Background: an optimization exercise with open tools, aiming at small area and a short achievable clock period. Do not read the settings as production practice.
Only simulation tests tie the RTL to the original design; equivalence was not proved.
Power figures rest on the tool's default switching activity, not on a simulated workload.

`design/flow/constraint.sdc`:
```
create_clock -name core_clock -period 4.5 [get_ports {clk}]
set_input_delay 0.9000 -clock core_clock [delete_from_list [all_inputs] [get_ports {clk}]]
set_output_delay 0.9000 -clock core_clock [all_outputs]
set_load 0.01 [all_outputs]
```
`design/flow/run.sh`:
```
#!/bin/bash
# synth_recipe.tcl (not shown) runs the flow's synth.tcl, then flattens the netlist and writes it again
# the make line also repeats each setting of config.mk as NAME=value (left out here)
make -C /OpenROAD-flow-scripts/flow DESIGN_CONFIG=/design/flow/config.mk WORK_HOME=/design/flow/orfs CLKGATE_MAP_FILE= SYNTH_SCRIPT=/design/flow/synth_recipe.tcl finish
```
`design/flow/design.v`:
```
module spi_ram #(
  parameter int MEM_DEPTH = 256,
  parameter int ADDR_SIZE = 8,
  parameter int TX_CYCLES = 8
) (
  input  logic       clk,
  input  logic       rst_n,
  input  logic [9:0] din,
  input  logic       rx_valid,
  output logic [7:0] dout,
  output logic       tx_valid,
  output logic       err
);
  localparam int DATA_W = 8;
  localparam int CNT_W  = (TX_CYCLES > 1) ? $clog2(TX_CYCLES) : 1;
  localparam logic [CNT_W-1:0] CNT_LOAD = CNT_W'(TX_CYCLES - 1);
  localparam int NPAIR  = MEM_DEPTH / 2;
  localparam int LO_W   = 5;                        
  localparam int GRP    = 1 << LO_W;                
  localparam int NGRP   = MEM_DEPTH / GRP;          
  localparam int PLO_W  = 3;                        
  localparam int NPLO   = 1 << PLO_W;
  localparam int NPHI   = NPAIR / NPLO;
  logic [DATA_W-1:0]    slot_a [NPAIR];
  logic [DATA_W-1:0]    slot_b [NPAIR];
  logic [1:0]           ring_cnt, ring_cnt_n;
  logic                 ph;
  logic                 wp, wp_dup, wp_n, wp_dup_n;  
  logic [ADDR_SIZE-1:0] wp_addr, wp_addr_n;
  logic [DATA_W-1:0]    wp_data, wp_data_n;
  logic                 wp_land, wp_land_dup;       
  logic [DATA_W-1:0]    wp_ins;                     
  logic [NPLO-1:0]      land_lo, land_lo_n;         
  logic [NPHI-1:0]      land_hi, land_hi_n;         
  logic [NPAIR-1:0]     land_sel, land_seln;
  logic [DATA_W-1:0]    rd_stage [NGRP];
  logic [NGRP-1:0]      grp_sel;                    
  logic                 rd_byp, rd_pol;
  logic [DATA_W-1:0]    rd_word;
  logic                 rx_valid_d;
  logic [ADDR_SIZE-1:0] wr_addr, rd_addr;
  logic                 wr_addr_vld, rd_addr_vld;
  logic [CNT_W-1:0]     cnt;
  logic                 accept, wr_ok, rd_ok, rd_bad, wr_bad;
  logic [1:0]           cmd;
  always_comb begin
    rd_word = '0;
    for (int g = 0; g < NGRP; g++)
      rd_word |= rd_stage[g] & {DATA_W{grp_sel[g]}};
    rd_word = (rd_word ^ {DATA_W{rd_pol}}) | (wp_data & {DATA_W{rd_byp}});
  end
  assign accept = rx_valid & ~rx_valid_d;
  assign cmd    = din[9:8];
  assign wr_ok  = accept && (cmd == 2'b01) && wr_addr_vld;
  assign wr_bad = accept && (cmd == 2'b01) && !wr_addr_vld;
  assign rd_ok  = accept && (cmd == 2'b11) && rd_addr_vld && !tx_valid;
  assign rd_bad = accept && (cmd == 2'b11) && (!rd_addr_vld || tx_valid);
  always_ff @(posedge clk or negedge rst_n) begin
    if (!rst_n) begin
      rx_valid_d   <= 1'b0;
      tx_valid     <= 1'b0;
      err          <= 1'b0;
      dout         <= '0;
      wr_addr_vld  <= 1'b0;
      rd_addr_vld  <= 1'b0;
    end else begin
      rx_valid_d   <= rx_valid;
      err          <= wr_bad | rd_bad;
      if (rd_ok)
        tx_valid <= 1'b1;
      else if (cnt == '0)
        tx_valid <= 1'b0;
      if (accept && cmd == 2'b00)
        wr_addr_vld <= 1'b1;
      if (accept && cmd == 2'b10)
        rd_addr_vld <= 1'b1;
      if (rd_ok)
        dout <= rd_word;
    end
  end
  always_ff @(posedge clk) begin
    if (accept && cmd == 2'b00)
      wr_addr <= din[ADDR_SIZE-1:0];
    if (accept && cmd == 2'b10)
      rd_addr <= din[ADDR_SIZE-1:0];
    if (rd_ok)
      cnt <= CNT_LOAD;
    else if (cnt != '0)
      cnt <= cnt - CNT_W'(1);
  end
  assign ph          = ring_cnt[0];
  assign wp_land     = wp && (wp_addr[0] != ph);
  assign wp_land_dup = wp_dup && (wp_addr[0] != ph);
  assign ring_cnt_n  = ring_cnt + 2'd1;
  assign wp_n        = wr_ok | (wp & ~wp_land);
  assign wp_dup_n    = wr_ok | (wp_dup & ~wp_land_dup);
  assign wp_addr_n   = wr_ok ? wr_addr : wp_addr;
  assign wp_data_n   = wr_ok ? din[DATA_W-1:0] : wp_data;
  always_comb
    for (int p = 0; p < NPAIR; p++) begin
      land_sel[p]  =   land_lo[p % NPLO]     && land_hi[p / NPLO];
      land_seln[p] =   land_lo_n[p % NPLO]   || land_hi_n[p / NPLO];
    end
  always_ff @(posedge clk) begin
    ring_cnt <= ring_cnt_n;
    wp       <= wp_n;
    wp_dup   <= wp_dup_n;
    wp_addr  <= wp_addr_n;
    wp_data  <= wp_data_n;
    for (int j = 0; j < NPLO; j++) begin
      land_lo[j]     <= wp_n     && (wp_addr_n[0] != ring_cnt_n[0]) &&
                        wp_addr_n[PLO_W:1] == PLO_W'(j);
      land_lo_n[j]   <= !(wp_dup_n && (wp_addr_n[0] != ring_cnt_n[0]) &&
                          wp_addr_n[PLO_W:1] == PLO_W'(j));
    end
    for (int i = 0; i < NPHI; i++) begin
      land_hi[i]   <= wp_addr_n[ADDR_SIZE-1:PLO_W+1] == (ADDR_SIZE-PLO_W-1)'(i);
      land_hi_n[i] <= wp_addr_n[ADDR_SIZE-1:PLO_W+1] != (ADDR_SIZE-PLO_W-1)'(i);
    end
    wp_ins <= ~wp_data_n ^ {DATA_W{ring_cnt_n[1] ^ ring_cnt_n[0] ^ wp_addr_n[0]}};
    for (int p = 0; p < NPAIR; p++) begin
      slot_b[p] <= slot_a[p];
      for (int b = 0; b < DATA_W; b++)
        slot_a[p][b] <= ~((slot_b[p][b] | land_sel[p]) & (land_seln[p] | wp_ins[b]));
    end
  end
  logic [ADDR_SIZE-1:0] rd_addr_n;
  logic [GRP/8-1:0]     pos_hi_n;
  logic [7:0]           pos_lo_n;
  logic [GRP-1:0]       lo_seln;
  assign rd_addr_n = (accept && cmd == 2'b10) ? din[ADDR_SIZE-1:0] : rd_addr;
  always_ff @(posedge clk) begin
    for (int j = 0; j < 8; j++)
      pos_lo_n[j] <= {rd_addr_n[2:1], rd_addr_n[0] ^ ring_cnt_n[0]} != 3'(j);
    for (int j = 0; j < GRP/8; j++)
      pos_hi_n[j] <= rd_addr_n[LO_W-1:3] != (LO_W-3)'(j);
  end
  always_comb
    for (int j = 0; j < GRP; j++)
      lo_seln[j] = pos_hi_n[j / 8] | pos_lo_n[j % 8];
  always_ff @(posedge clk) begin
    logic byp;
    byp = wp && (wp_addr == rd_addr);
    rd_byp <= byp;
    rd_pol <= !byp && (ring_cnt[1] ^ (rd_addr[0] & ring_cnt[0]));
    for (int g = 0; g < NGRP; g++)
      grp_sel[g] <= !byp && rd_addr[ADDR_SIZE-1:LO_W] == (ADDR_SIZE-LO_W)'(g);
    for (int g = 0; g < NGRP; g++)
      for (int b = 0; b < DATA_W; b++) begin
        logic acc;
        acc = 1'b1;
        for (int j = 0; j < GRP; j++)
          acc &= (j[0] ? slot_b[g*GRP/2 + j/2][b] : slot_a[g*GRP/2 + j/2][b]) | lo_seln[j];
        rd_stage[g][b] <= acc;
      end
  end
endmodule
```
`design/flow/config.mk`:
```
export PLATFORM = sky130hd
export DESIGN_NAME = spi_ram
export DESIGN_NICKNAME = spi_ram
export VERILOG_FILES = /design/flow/design.v
export SDC_FILE = /design/flow/constraint.sdc
export NUM_CORES = 4
export LEC_CHECK = 0
export CAP_MARGIN = 20
export CORE_MARGIN = 2
export CORE_UTILIZATION = 40
export CTS_CLUSTER_DIAMETER = 70
export CTS_CLUSTER_SIZE = 28
export SETUP_SLACK_MARGIN = 2.2
export SLEW_MARGIN = 20
export TNS_END_PERCENT = 0
```
==> results.json <==
{
  "run_status": "finished clean",
  "detail_route.wirelength_um": 264000,
  "compound_gate_fraction_of_synth_area": 0.226,
  "finalNetCount": 5970,
  "synthFlopType": "sky130_fd_sc_hd__dfxtp_1",
  "p_leak_nw": 27.0,
  "final_period_minus_worst_setup_slack_ns": 2.67,
  "max_freq_mhz": 374,
  "vias_per_cell": 6.61,
  "cts-root-buf": "sky130_fd_sc_hd__clkbuf_16",
  "cts_inserted_buffers": 109,
  "rsz0062_at_grt": "yes",
  "ios": 23,
  "cp-end-kind": "flip-flop",
  "p_comb_frac": 0.184,
  "synthToLayoutAreaGrowth_pct": 7.58,
  "number_of_antenna_violations_at_the_first_check_in_global_routing": 12,
  "chipWidth_um": 420,
  "detailedRoute.firstPassIterationCount": 8,
  "synth_top_cells_by_area": "sky130_fd_sc_hd__dfxtp_1 (64%), sky130_fd_sc_hd__o22ai_1 (18%), sky130_fd_sc_hd__clkbuf_1 (2.3%)",
  "cts_tree": "built",
  "regArea_um2": 45100,
  "clock_tree.htree_level_count": 3,
  "hold_ws_ns": 0.331,
  "pin_count_of_the_biggest_net_entering_global_routing": 112,
  "synth_seq_area_share": 0.652,
  "die_h_um": 420,
  "avgSynthCellArea_um2": 10.8,
  "dp_hpwl_um": 158000,
  "grt_util_all_layers": 0.289,
  "seq_power_share": 0.586,
  "skew_ns": 0.0702,
  "post-synth-top-count-cell": "sky130_fd_sc_hd__dfxtp_1",
  "total_switching_power_w": 0.0186,
  "grt_pass1_wl_um": 378000,
  "hold_violations": 0,
  "proportion_of_layout_cells_with_a_drive_suffix_above_1": 0.0830,
  "synth_adder_area_share": 0.000362,
  "multi_input_gate_area_in_the_final_layout_um2": 21000,
  "sinks_on_the_clock_net": 2242,
  "cts.reportedPaths.clkPinSlew_ns": 0.11,
  "simple_gate_area_share_of_the_yosys_netlist": 0.0668,
  "critical_path.slowest_cell": "sky130_fd_sc_hd__o41ai_1",
  "initial_core_util": 0.403,
  "worstHoldPathType": "reg -> reg",
  "cells_traversed_along_the_worst_timing_path": "buf_12 -> o22ai_1 -> o41ai_1 -> nand3_1 -> nor3_1",
  "first_global_vias": 53333,
  "finalCritPeriodShare": 0.594,
  "fill_cells": 16030,
  "synth_enable_flop_cells": 11,
  "internal_power_consumption_w": 0.0341,
  "power_per_cell_area_nw_per_um2": 708,
  "worst-endpoint-required_ns": 5.22,
  "synth.cells.most_frequent": "sky130_fd_sc_hd__dfxtp_1 (2218), sky130_fd_sc_hd__o22ai_1 (1937), sky130_fd_sc_hd__clkbuf_1 (425)",
  "crit_path_max_fanout": 71,
  "post_synth_inst_count": 6403,
  "row_count": 152,
  "syn-num-nets": 6418,
  "detail_route.wl_per_cell_um": 31.6,
  "post_synth_mux_area_share": 0.00353,
  "yosysWarnings": 4,
  "asyncSetResetFlopFracSynth": 0.00580,
  "yosys.area.top_type": "sky130_fd_sc_hd__dfxtp_1",
  "tightest_slew_ns": 1.11,
  "timing_worst_setup_path_type": "reg -> reg",
  "power.switching_fraction": 0.352,
  "worstPathArrival_ns": 3.40,
  "synth_xor_area_frac": 0.00583,
  "routabilityCongestion": 0.946,
  "main_combinational_cell_family_by_area_after_synthesis": "compound AO/OA/AOI/OAI gates",
  "count_of_maximum_capacitance_violations": 0,
  "remaining_drc_errors": 0,
  "vias": 55176,
  "clock_power_share": 0.229,
  "antenna_violating_nets_post_route": 0,
  "synth_largest_type_area_fraction": 0.642,
  "finalSetupViolCount": 0,
  "placeableCoreArea_um2": 172000,
  "yosys_register_bits": 2242,
  "io_buffer_count": 22,
  "initialDrtViolationCount": 8202,
  "floorplan.die_area_um2": 176000,
  "maxSlewHeadroom": 0.260,
  "vdd_drop_max_uv": 1020,
  "globalRouteOverflowTotal": 0,
  "clkLatencyLatePin_ns": 0.81,
  "startpoint_type": "flip-flop",
  "totalNegativeSetupSlack_ns": 0,
  "timing.final.max_slew_violations": 0,
  "cp_slowest_stage_delay_ns": 0.86,
  "synth.distinct_cells": 66,
  "postCtsHoldBufs": 0,
  "synth_area_um2": 69100,
  "clock_path_buffers": 3
}
==> final timing paths <==
path | end | slack [ns] | depth (start not counted) | from
max in group asynchronous | dout[5] | 3.61 | 1 | rst_n
min in group asynchronous | dout[6] | 0.47 | 1 | rst_n
hold / removal | slot_b[70][2] | 0.33 | 0 | slot_a[70][2]
setup reg to reg | rd_stage[3][7] | 1.83 | 5 | pos_lo_n[2]
setup / recovery | rd_stage[3][7] | 1.83 | 5 | pos_lo_n[2]
hold reg to reg | slot_b[70][2] | 0.33 | 0 | slot_a[70][2]
==> cells by family (layout without fill, tap and decap cells) <==
kind of cell / count (synthesis) / count (layout)
buffers and inverters: 732 / 366
AND/OR/NAND/NOR: 899 / 899
XOR/XNOR: 46 / 46
adder cells (fa/ha/maj): 2 / 2
AO/OA/AOI/OAI: 2459 / 2459
other: 0 / 2
multiplexers: 23 / 23
flip-flops: 2242 / 2242
==> power groups by stage <==
stage               Combinational (W)  Sequential, W  Clock, W
floorplan                     0.00643         0.0283         0
global placement              0.00901         0.0309         0
detailed placement            0.00913         0.0310         0
CTS                           0.00934         0.0306    0.0121
global route                   0.0101         0.0313    0.0128
finish                        0.00971         0.0309    0.0121
==> routing by layer <==
| metal | up-vias | global-route usage | wire [um] |
|---|---|---|---|
| li1 | 23196 | - | - |
| met1 | 27412 | 0.391 | 106000 |
| met2 | 3789 | 0.431 | 113000 |
| met3 | 769 | 0.0689 | 30700 |
| met4 | 10 | 0.143 | 13700 |
| met5 | - | 0 | 65 |
==> stage by stage <==
step / total power (W) / utilization / setup slack (ns) / cells / area [um2]
finish: 0.0527 / 0.433 / 1.83 / 8349 / 74400
global route: 0.0542 / 0.433 / 1.90 / 8347 / 74400
CTS: 0.0520 / 0.433 / 2.03 / 8347 / 74400
detailed placement: 0.0401 / 0.410 / 1.29 / 8145 / 70500
global placement: 0.0399 / 0.410 / 1.37 / 8145 / 70500
floorplan: 0.0348 / - / 2.36 / 6403 / 69100
==> placed cells by master, fill, tap and decap left out, drive strengths merged, types with 22 or more instances in the layout <==
| cell | netlist | routed |
|---|---|---|
| clkinv | 1 | 34 |
| nand2b | 23 | 23 |
| xnor2 | 35 | 35 |
| or2 | 137 | 137 |
| a222oi | 22 | 22 |
| nor2 | 192 | 192 |
| buf | 281 | 126 |
| nand4 | 34 | 34 |
| a22oi | 107 | 107 |
| dfxtp | 2218 | 2218 |
| o22ai | 1937 | 1937 |
| nand2 | 138 | 138 |
| and2 | 130 | 130 |
| inv | 24 | 53 |
| nor4 | 31 | 31 |
| o21ai | 220 | 220 |
| clkbuf | 426 | 121 |
| nand3 | 46 | 46 |
| nor3 | 140 | 140 |
==> registers in the layout (all words and copies together), names as in the netlist, 16 cells and up <==
signal	flops
slot_b	1024
slot_a	1024
land_hi_n	16
land_hi	16
rd_stage	64
==> cell type report <==
| class | count | share of cell area |
|---|---|---|
| clock inverters | 72 | 0.0115 |
| diodes | 2 | 0.0000673 |
| multi-input cells | 3429 | 0.283 |
| well taps | 2310 | 0.0389 |
| flip-flops and latches | 2242 | 0.607 |
| inverters | 25 | 0.00143 |
| repair buffers | 148 | 0.0206 |
| clock buffers | 121 | 0.0378 |
==> worst max-delay path: cells and delay by family, from the launching register on <==
kind,cells,cell delay [ns]
and+or+nand+nor,2,0.32
buffers and inverters,1,0.48
AOI/OAI and AO/OA,2,1.03
DFF,1,0.74
==> what timing repair did <==
action,CTS,global route
resized for setup,28,2
buffers inserted,9,0
setup endpoints to repair,94,120

what the ideal ports hide:
The results above use ideal ports. As a check the final layout listed here was re-extracted and re-timed, cells and wires unchanged. Step 1, drivers: a clkbuf_16 drives clk and a buf_2 each remaining input, both assumed. Step 2 times the ports against the registers' clock, not the clock port: input delays grow and output delays shrink by t, the midpoint of the rising clock arrivals with the driver on. a / b / c = ideal ports / drivers / drivers and shift; a / b = the first two.
t, ns: 0.865
setup slack, ns: 1.827 / 1.827 / 1.309
worst hold slack (ns): 0.331 / 0.331 / 0.331
worst data-port slew with drivers (ns): 0.04
After both steps this run still meets setup and hold. For this run, drivers alone change the setup slack by 0.000 ns; drivers and shift together by -0.518 ns.
